This design comes from an exercise in tuning for small area, a short achievable clock period and few clock cycles per item on the open sky130 flow, not from production work.
At most, simulation tests tie the RTL to the original design; equivalence was not proved.

Setup of P:
Design link_force_sequencer, start of the top module:
module link_force_sequencer #(
  parameter int SIZE       = mi_pipeline_pkg::SIZE,
  parameter int ADDR_WIDTH = mi_pipeline_pkg::ADDR_WIDTH,
  parameter int LINK_WIDTH = mi_pipeline_pkg::LINK_WIDTH,
  parameter int K_WIDTH    = mi_pipeline_pkg::K_WIDTH,
  parameter int FRAC       = mi_pipeline_pkg::FRAC
) (
  input  logic                      clk,
  input  logic                      rst_n,
  input  logic                      start,
  input  logic [LINK_WIDTH:0]       n_links,
  input  logic                      cfg_we,
  input  logic [LINK_WIDTH-1:0]     cfg_addr,
  input  logic [ADDR_WIDTH-1:0]     cfg_mass_a,
  input  logic [ADDR_WIDTH-1:0]     cfg_mass_b,
  input  logic signed [K_WIDTH-1:0] cfg_k,
  output logic [ADDR_WIDTH-1:0]     r_addr_q1,
  output logic [ADDR_WIDTH-1:0]     r_addr_q2,
  input  logic signed [SIZE-1:0]    q1,
  input  logic signed [SIZE-1:0]    q2,
  output logic                      out_valid,
  input  logic                      out_ready,
  output logic [ADDR_WIDTH-1:0]     out_mass_a,
  output logic [ADDR_WIDTH-1:0]     out_mass_b,
  output logic signed [SIZE-1:0]    out_force,
  output logic                      busy,
  output logic                      done
);
  localparam int PW = SIZE + 1 + K_WIDTH;
  logic                  active;    
  logic                  zdone;     
  logic                  iss;       
  logic [LINK_WIDTH-1:0] idx;       
  logic [LINK_WIDTH-1:0] ntx;       
  logic [LINK_WIDTH-1:0] last;      
  logic                  stall;
  logic                  xfer;
  logic                  issue;
  logic                  fin;
  logic                  start_go;
  logic        [ADDR_WIDTH-1:0] t_a;
  logic        [ADDR_WIDTH-1:0] t_b;
  logic signed [K_WIDTH-1:0]    t_k;
  ...
For scale: ~2600 cells after synthesis, ~640 flip-flops, about 140 I/O pins, ~0.035 mm2 of cells after synthesis.
clock: 8.0 ns
lec_check: 0
cap_margin: 20
core_margin: 2
core_utilization: 40
setup_slack_margin: 3.5
slew_margin: 20
run.sh (not shown) runs the stock make flow with config.mk's settings and CLKGATE_MAP_FILE= SYNTH_SCRIPT=/design/flow/synth_recipe.tcl, a recipe that flattens the netlist after the stock synthesis.
Relative to P, the following input files were edited for Q:
- a change of SETUP_SLACK_MARGIN from 3.5 to 4.2
==> notes.md <==
Compared with P, in Q per-instance average area after synthesis held, final area increased 250 um2, final critical delay including setup and external delays moved down. Signed area change from the synthesized netlist to the final layout for Q is higher than for P. From P to Q the numbers moved as follows: number of non-clock buffers shows an increase of 2.
No run of this note included a check of the RTL's function; only the layout flow was run.

rev 12:
Another version of the RTL of link_force_sequencer (not shown whole).
For scale: ~630 flip-flops, ~140 I/O pins, roughly 0.035 mm^2 of cells after synthesis.
clock: 8.0 ns
lec_check: 0
cap_margin: 20
core_margin: 2
core_utilization: 40
setup_slack_margin: 4.4
slew_margin: 20
Per the final summary, rev 12 finished and its layout is clean on timing, DRC and antenna.
Input-level comparison between rev 13 and rev 12:
==> flow/flow/run.sh (new file) <==
#!/bin/bash
# The standard layout (standard.sh), with the port buffers that
# buffer_ports inserts made sky130_fd_sc_hd__buf_2 cells.
set -euo pipefail
bash standard.sh "BUFFER_PORTS_ARGS=-buffer_cell sky130_fd_sc_hd__buf_2" finish > standard_make.log 2>&1
==> flow/standard.sh (new file) <==
#!/bin/bash
# synth_recipe.tcl (not shown) runs the flow's synth.tcl, then flattens the netlist and writes it again
# the make line also repeats each setting of config.mk as NAME=value (left out here)
make -C /OpenROAD-flow-scripts/flow DESIGN_CONFIG=/design/flow/config.mk WORK_HOME=/design/flow/orfs CLKGATE_MAP_FILE= SYNTH_SCRIPT=/design/flow/synth_recipe.tcl "${@:-finish}"
removed: flow/run.sh
[summary]
Rev 13 vs rev 12 on clock tree buffer count of the final layout: rev 13 is the lower one. Sort rev 13 and rev 12 by final setup slack of the worst path asc -> top: rev 13. Re transition time at the pin with the least slew margin: rev 13 and rev 12 aren't equal, and the lower value belongs to rev 13. Going from rev 12 to rev 13, met3 wire length decreased by about 6% relative to the old numbers; global routing usage on met3 decreased by 0.16 points relative to the old numbers; non-filler instance count after layout decreased by about 0.8% relative to the old numbers; sum of met2 wire segment lengths after detailed routing decreased by 2.6% relative to the old numbers. Capture point of the worst path: r_addr_q2[0] -> rev 13, r_addr_q2[3] -> rev 12.
No run of this note included a check of the RTL's function; only the layout flow was run.

Another version of the RTL of link_force_sequencer (not shown whole).
For scale: ~2,800 cells after synthesis, about 0.035 mm² of cells after synthesis.
// link_force_sequencer
module link_force_sequencer #(
  parameter int SIZE       = mi_pipeline_pkg::SIZE,
  parameter int ADDR_WIDTH = mi_pipeline_pkg::ADDR_WIDTH,
  parameter int LINK_WIDTH = mi_pipeline_pkg::LINK_WIDTH,
  parameter int K_WIDTH    = mi_pipeline_pkg::K_WIDTH,
  parameter int FRAC       = mi_pipeline_pkg::FRAC
) (
  input  logic                      clk,
  input  logic                      rst_n,
  input  logic                      start,
  input  logic [LINK_WIDTH:0]       n_links,
  input  logic                      cfg_we,
  input  logic [LINK_WIDTH-1:0]     cfg_addr,
  input  logic [ADDR_WIDTH-1:0]     cfg_mass_a,
  input  logic [ADDR_WIDTH-1:0]     cfg_mass_b,
  input  logic signed [K_WIDTH-1:0] cfg_k,
  output logic [ADDR_WIDTH-1:0]     r_addr_q1,
  output logic [ADDR_WIDTH-1:0]     r_addr_q2,
  input  logic signed [SIZE-1:0]    q1,
  input  logic signed [SIZE-1:0]    q2,
  output logic                      out_valid,
  input  logic                      out_ready,
  output logic [ADDR_WIDTH-1:0]     out_mass_a,
  output logic [ADDR_WIDTH-1:0]     out_mass_b,
  output logic signed [SIZE-1:0]    out_force,
  output logic                      busy,
  output logic                      done
);
Settings: LEC_CHECK=0, CAP_MARGIN=5, CORE_MARGIN=2, CORE_UTILIZATION=60, CTS_BUF_LIST=sky130_fd_sc_hd__clkbuf_16, CTS_CLUSTER_DIAMETER=80, CTS_CLUSTER_SIZE=30, SETUP_SLACK_MARGIN=4.3, SLEW_MARGIN=5; clock period 8.0 ns.
standard.sh (not shown) runs the stock make flow with config.mk's settings and CLKGATE_MAP_FILE= SYNTH_SCRIPT=/design/flow/synth_recipe.tcl, a recipe that flattens the netlist after the stock synthesis.
==> flow/flow/run.sh <==
#!/bin/bash
# The standard layout (standard.sh), with the port buffers that
# buffer_ports inserts made sky130_fd_sc_hd__buf_2 cells.
set -euo pipefail
bash standard.sh "BUFFER_PORTS_ARGS=-buffer_cell sky130_fd_sc_hd__buf_2" finish > standard_make.log 2>&1
Testbench counts at the start, summed over its fixed seeds: cycles 6,298, items 5,157.
Next try:
ABC_AREA = 1   (was default)
CAP_MARGIN = 20   (was 5)
CTS_BUF_LIST = sky130_fd_sc_hd__clkbuf_8   (was sky130_fd_sc_hd__clkbuf_16)
CTS_CLUSTER_DIAMETER = default   (was 80)
CTS_CLUSTER_SIZE = default   (was 30)
SETUP_SLACK_MARGIN = 4.5   (was 4.3)
SLEW_MARGIN = 20   (was 5)
Final area rises by 12%.
Wire length rises by 22%.
Die area rises by 4.3%.
Worst setup slack got worse by 0.070 ns.
Cell count rises by 31%.
Via count rises by 22%.
Core utilization rises by 5.0 points.
Next try:
ABC_AREA = default   (was 1)
CORE_UTILIZATION = 80   (was 60)
CTS_BUF_LIST = sky130_fd_sc_hd__clkbuf_16   (was sky130_fd_sc_hd__clkbuf_8)
CTS_CLUSTER_DIAMETER = 80   (was default)
CTS_CLUSTER_SIZE = 30   (was default)
PLACE_DENSITY = 0.9   (was default)
SETUP_SLACK_MARGIN = 4.3   (was 4.5)
Setup slack gains 0.067 ns.
Clock skew went down by 0.0056 ns.
Global-route usage went up by 7.0 points.
Sequential share of layout area went up by 5.6 points.
Cell area went down by 12%.
Via count went down by 13%.
Next try:
==> flow/flow/run.sh (replaced) <==
#!/bin/bash
# The standard layout (standard.sh), with the port buffers that
# buffer_ports inserts made sky130_fd_sc_hd__buf_1 cells.
set -euo pipefail
bash standard.sh "BUFFER_PORTS_ARGS=-buffer_cell sky130_fd_sc_hd__buf_1" finish > standard_make.log 2>&1
CORE_UTILIZATION = 60   (was 80)
PLACE_DENSITY = default   (was 0.9)
What happened:
- first-iteration DRC count fell by 37%
- clock skew went up by 0.0042 ns
- final cell count increases by 5.5%

link_force_sequencer, a different RTL version from the one above (not shown whole).
Size in the first run: about 640 flip-flops, ~140 I/O pins, about 34000 sq um of cells after synthesis.
// link_force_sequencer
module link_force_sequencer #(
  parameter int SIZE       = mi_pipeline_pkg::SIZE,
  parameter int ADDR_WIDTH = mi_pipeline_pkg::ADDR_WIDTH,
  parameter int LINK_WIDTH = mi_pipeline_pkg::LINK_WIDTH,
  parameter int K_WIDTH    = mi_pipeline_pkg::K_WIDTH,
  parameter int FRAC       = mi_pipeline_pkg::FRAC
) (
  input  logic                      clk,
  input  logic                      rst_n,
  input  logic                      start,
  input  logic [LINK_WIDTH:0]       n_links,
  input  logic                      cfg_we,
  input  logic [LINK_WIDTH-1:0]     cfg_addr,
  input  logic [ADDR_WIDTH-1:0]     cfg_mass_a,
  input  logic [ADDR_WIDTH-1:0]     cfg_mass_b,
  input  logic signed [K_WIDTH-1:0] cfg_k,
  output logic [ADDR_WIDTH-1:0]     r_addr_q1,
  output logic [ADDR_WIDTH-1:0]     r_addr_q2,
  input  logic signed [SIZE-1:0]    q1,
  input  logic signed [SIZE-1:0]    q2,
  output logic                      out_valid,
  input  logic                      out_ready,
  output logic [ADDR_WIDTH-1:0]     out_mass_a,
  output logic [ADDR_WIDTH-1:0]     out_mass_b,
  output logic signed [SIZE-1:0]    out_force,
  output logic                      busy,
  output logic                      done
);
Settings: LEC_CHECK=0, CAP_MARGIN=20, CORE_MARGIN=2, CORE_UTILIZATION=40, SETUP_SLACK_MARGIN=4.4, SLEW_MARGIN=20; clock period 8.0 ns.
==> flow/flow/run.sh <==
#!/bin/bash
# The standard layout (standard.sh), with the port buffers that
# buffer_ports inserts made sky130_fd_sc_hd__buf_2 cells.
set -euo pipefail
bash standard.sh "BUFFER_PORTS_ARGS=-buffer_cell sky130_fd_sc_hd__buf_2" finish > standard_make.log 2>&1
The baseline produced a clean layout.
Testbench counts at the start, summed over its fixed seeds: cycles 6,298, items 5,157.
Change:
Settings changed: CORE_UTILIZATION 40 to 60, CTS_BUF_LIST set to sky130_fd_sc_hd__clkbuf_8, SETUP_SLACK_MARGIN 4.4 to 4.5.
After rerunning:
- The changed run passed the timing, design-rule and antenna checks
- synthesized area stays the same
- design area fell by 0.47%
- clock skew rose by 0.0077 ns
- core utilization rose by 24 points

Setup of lane 1:
RTL: one of the versions met above, not the one the previous note started from.
Size: about 2800 cells after synthesis, roughly 640 flip-flops, roughly 140 I/O pins, roughly 35000 µm² of cells after synthesis.
export LEC_CHECK = 0
export CAP_MARGIN = 20
export CORE_MARGIN = 2
export CORE_UTILIZATION = 72
export CTS_BUF_LIST = sky130_fd_sc_hd__clkbuf_16
export CTS_CLUSTER_DIAMETER = 80
export CTS_CLUSTER_SIZE = 30
export PLACE_DENSITY = 0.85
export SETUP_SLACK_MARGIN = 4.3
export SLEW_MARGIN = 20
create_clock -name core_clock -period 8.0 [get_ports {clk}]
Scripts as last shown in full above: flow/flow/run.sh
Lane 1: no failed stages, no open violations at the end
Testbench counts of lane 1, summed over its fixed seeds: cycles 6,298, items 5,157.
### lane 1 -> lane 2
--- a/flow/config.mk
+++ b/flow/config.mk
@@ -9,3 +9,3 @@
 export CORE_MARGIN = 2
-export CORE_UTILIZATION = 72
+export CORE_UTILIZATION = 60
 export CTS_BUF_LIST = sky130_fd_sc_hd__clkbuf_16
@@ -13,3 +13,2 @@
 export CTS_CLUSTER_SIZE = 30
-export PLACE_DENSITY = 0.85
 export SETUP_SLACK_MARGIN = 4.3
==> comparison <==
When lane 2 is measured against lane 1, its met3 capacity usage during global routing turns out 3.5 points lower. First-pass GRT wire length, lane 2 vs lane 1: up slightly. As far as max-slew violation total from the final report goes, lane 1 and lane 2 are indistinguishable; the numbers are identical. Overall die height ended up about 9% higher on lane 2 than on lane 1. Delta (lane 2 minus lane 1): final sequential cell count roughly the same; final design area excluding fillers higher.
The inputs of lane 3 differ from those of lane 2 as listed below.
--- a/flow/config.mk
+++ b/flow/config.mk
@@ -9,3 +9,3 @@
 export CORE_MARGIN = 2
-export CORE_UTILIZATION = 60
+export CORE_UTILIZATION = 72
 export CTS_BUF_LIST = sky130_fd_sc_hd__clkbuf_16
@@ -13,3 +13,3 @@
 export CTS_CLUSTER_SIZE = 30
-export SETUP_SLACK_MARGIN = 4.3
+export SETUP_SLACK_MARGIN = 4.4
 export SLEW_MARGIN = 20
Findings:
- Summary — total of cells resized after clock tree synthesis, lane 3 relative to lane 2: higher, by 32.
- Lane 2 → lane 3: area added between synthesis and finish moved up; net count after synthesis level; aggregate global-route resource usage moved up; non-clock buffer instance count of the final layout moved up.

the baseline:
link_force_sequencer again, from the RTL that the note above started with.
// link_force_sequencer
module link_force_sequencer #(
  parameter int SIZE       = mi_pipeline_pkg::SIZE,
  parameter int ADDR_WIDTH = mi_pipeline_pkg::ADDR_WIDTH,
  parameter int LINK_WIDTH = mi_pipeline_pkg::LINK_WIDTH,
  parameter int K_WIDTH    = mi_pipeline_pkg::K_WIDTH,
  parameter int FRAC       = mi_pipeline_pkg::FRAC
) (
  input  logic                      clk,
  input  logic                      rst_n,
  input  logic                      start,
  input  logic [LINK_WIDTH:0]       n_links,
  input  logic                      cfg_we,
  input  logic [LINK_WIDTH-1:0]     cfg_addr,
  input  logic [ADDR_WIDTH-1:0]     cfg_mass_a,
  input  logic [ADDR_WIDTH-1:0]     cfg_mass_b,
  input  logic signed [K_WIDTH-1:0] cfg_k,
  output logic [ADDR_WIDTH-1:0]     r_addr_q1,
  output logic [ADDR_WIDTH-1:0]     r_addr_q2,
  input  logic signed [SIZE-1:0]    q1,
  input  logic signed [SIZE-1:0]    q2,
  output logic                      out_valid,
  input  logic                      out_ready,
  output logic [ADDR_WIDTH-1:0]     out_mass_a,
  output logic [ADDR_WIDTH-1:0]     out_mass_b,
  output logic signed [SIZE-1:0]    out_force,
  output logic                      busy,
  output logic                      done
);
  localparam int PW = SIZE + 1 + K_WIDTH;   
  localparam int HW = PW - FRAC;            
  localparam int ND = K_WIDTH / 2;          
  localparam int LO = mi_pipeline_pkg::CS_LO;
  logic                  active;    
  logic                  zdone;     
  logic                  iss;       
  logic [LINK_WIDTH-1:0] idx;       
  logic [LINK_WIDTH-1:0] idx_d;
  logic [LINK_WIDTH-1:0] pidx;
  logic                  rsm;       
  logic [LINK_WIDTH-1:0] ntx;       
  logic [LINK_WIDTH-1:0] last;      
  logic                  olast;     
  logic                  stall;
  logic                  xfer;
  logic                  issue;
  logic                  fin;
  logic                  start_go;
  logic                  we;
  ...
clock: 8.0 ns
lec_check: 0
cap_margin: 20
core_margin: 2
core_utilization: 72
cts_buf_list: sky130_fd_sc_hd__clkbuf_16
cts_cluster_diameter: 80
cts_cluster_size: 30
setup_slack_margin: 4.3
slew_margin: 20
Scripts as last shown in full above: flow/flow/run.sh
The baseline ran to completion and came out clean on the timing, design-rule and antenna checks.
Testbench counts of the baseline, summed over its fixed seeds: cycles 6,298, items 5,157.
The following lists how the candidate was set up differently from the baseline:
--- a/flow/config.mk
+++ b/flow/config.mk
@@ -9,7 +9,5 @@
 export CORE_MARGIN = 2
-export CORE_UTILIZATION = 72
-export CTS_BUF_LIST = sky130_fd_sc_hd__clkbuf_16
-export CTS_CLUSTER_DIAMETER = 80
-export CTS_CLUSTER_SIZE = 30
-export SETUP_SLACK_MARGIN = 4.3
+export CORE_UTILIZATION = 60
+export CTS_BUF_LIST = sky130_fd_sc_hd__clkbuf_8
+export SETUP_SLACK_MARGIN = 4.5
 export SLEW_MARGIN = 20
==> notes.md <==
- Compared with the baseline, the candidate shows a higher via count of the first global-routing pass.
- The candidate against the baseline: area overhead of the layout relative to synthesis up 10 points, number of well taps up 24%.
- In the reports for the candidate and the baseline, the larger length of routed met2 wiring belongs to the candidate.

-- static timing again, ports no longer ideal --
In the flow no input, the clock included, has a driving cell. The finished layouts below were timed again as built, in two steps. Step 1 (the two cells are an assumption about what drives the block):
set clk [get_ports {clk}]
set_driving_cell -lib_cell sky130_fd_sc_hd__clkbuf_16 $clk
set_driving_cell -lib_cell sky130_fd_sc_hd__buf_2 [delete_from_list [all_inputs] $clk]
Step 2 times the ports against the registers' clock, not the clock port: input delays grow and output delays shrink by t, the midpoint of the rising clock arrivals with the driver on. Three values: ideal ports, drivers, drivers and shift; two values: the first two.
run	shift t [ns]	setup slack, ns	latest minus earliest clock arrival (ns)	worst register clock-pin slew, ns	worst slew at a driven data input, ns
P	0.685	3.551 / 3.488 / 3.051	0.054 / 0.054	0.07 / 0.07	0.14
Q	0.680	3.654 / 3.590 / 3.600	0.047 / 0.047	0.06 / 0.06	0.10
rev 12	0.683	3.911 / 3.849 / 3.776	0.029 / 0.028	0.07 / 0.07	0.11
rev 13	0.686	3.900 / 3.835 / 3.852	0.026 / 0.027	0.07 / 0.07	0.10
the first run of note 3	0.651	4.323 / 4.263 / 3.855	0.053 / 0.053	0.11 / 0.11	0.08
the second run of note 3	0.780	4.253 / 4.189 / 3.959	0.056 / 0.055	0.07 / 0.07	0.09
the third run of note 3	0.715	4.320 / 4.277 / 3.728	0.036 / 0.036	0.11 / 0.11	0.09
the fourth run of note 3	0.639	4.315 / 4.267 / 3.824	0.062 / 0.063	0.11 / 0.11	0.08
the first run of note 4	0.677	4.192 / 4.202 / 3.524	0.035 / 0.035	0.07 / 0.07	0.12
the second run of note 4	0.772	4.366 / 4.309 / 3.610	0.039 / 0.039	0.07 / 0.07	0.10
lane 1	0.651	4.330 / 4.278 / 3.829	0.063 / 0.063	0.12 / 0.12	0.11
lane 2	0.651	4.323 / 4.263 / 3.855	0.053 / 0.053	0.11 / 0.11	0.08
lane 3	0.716	4.369 / 4.303 / 3.874	0.040 / 0.039	0.11 / 0.11	0.08
the baseline	0.697	4.323 / 4.260 / 3.805	0.038 / 0.038	0.11 / 0.11	0.08
the candidate	0.770	4.376 / 4.315 / 3.924	0.061 / 0.062	0.07 / 0.07	0.08
After both steps setup and hold are still met in every run listed. For the second run of note 4, which loses most, drivers alone change the setup slack by -0.057 ns; drivers and shift together by -0.756 ns.
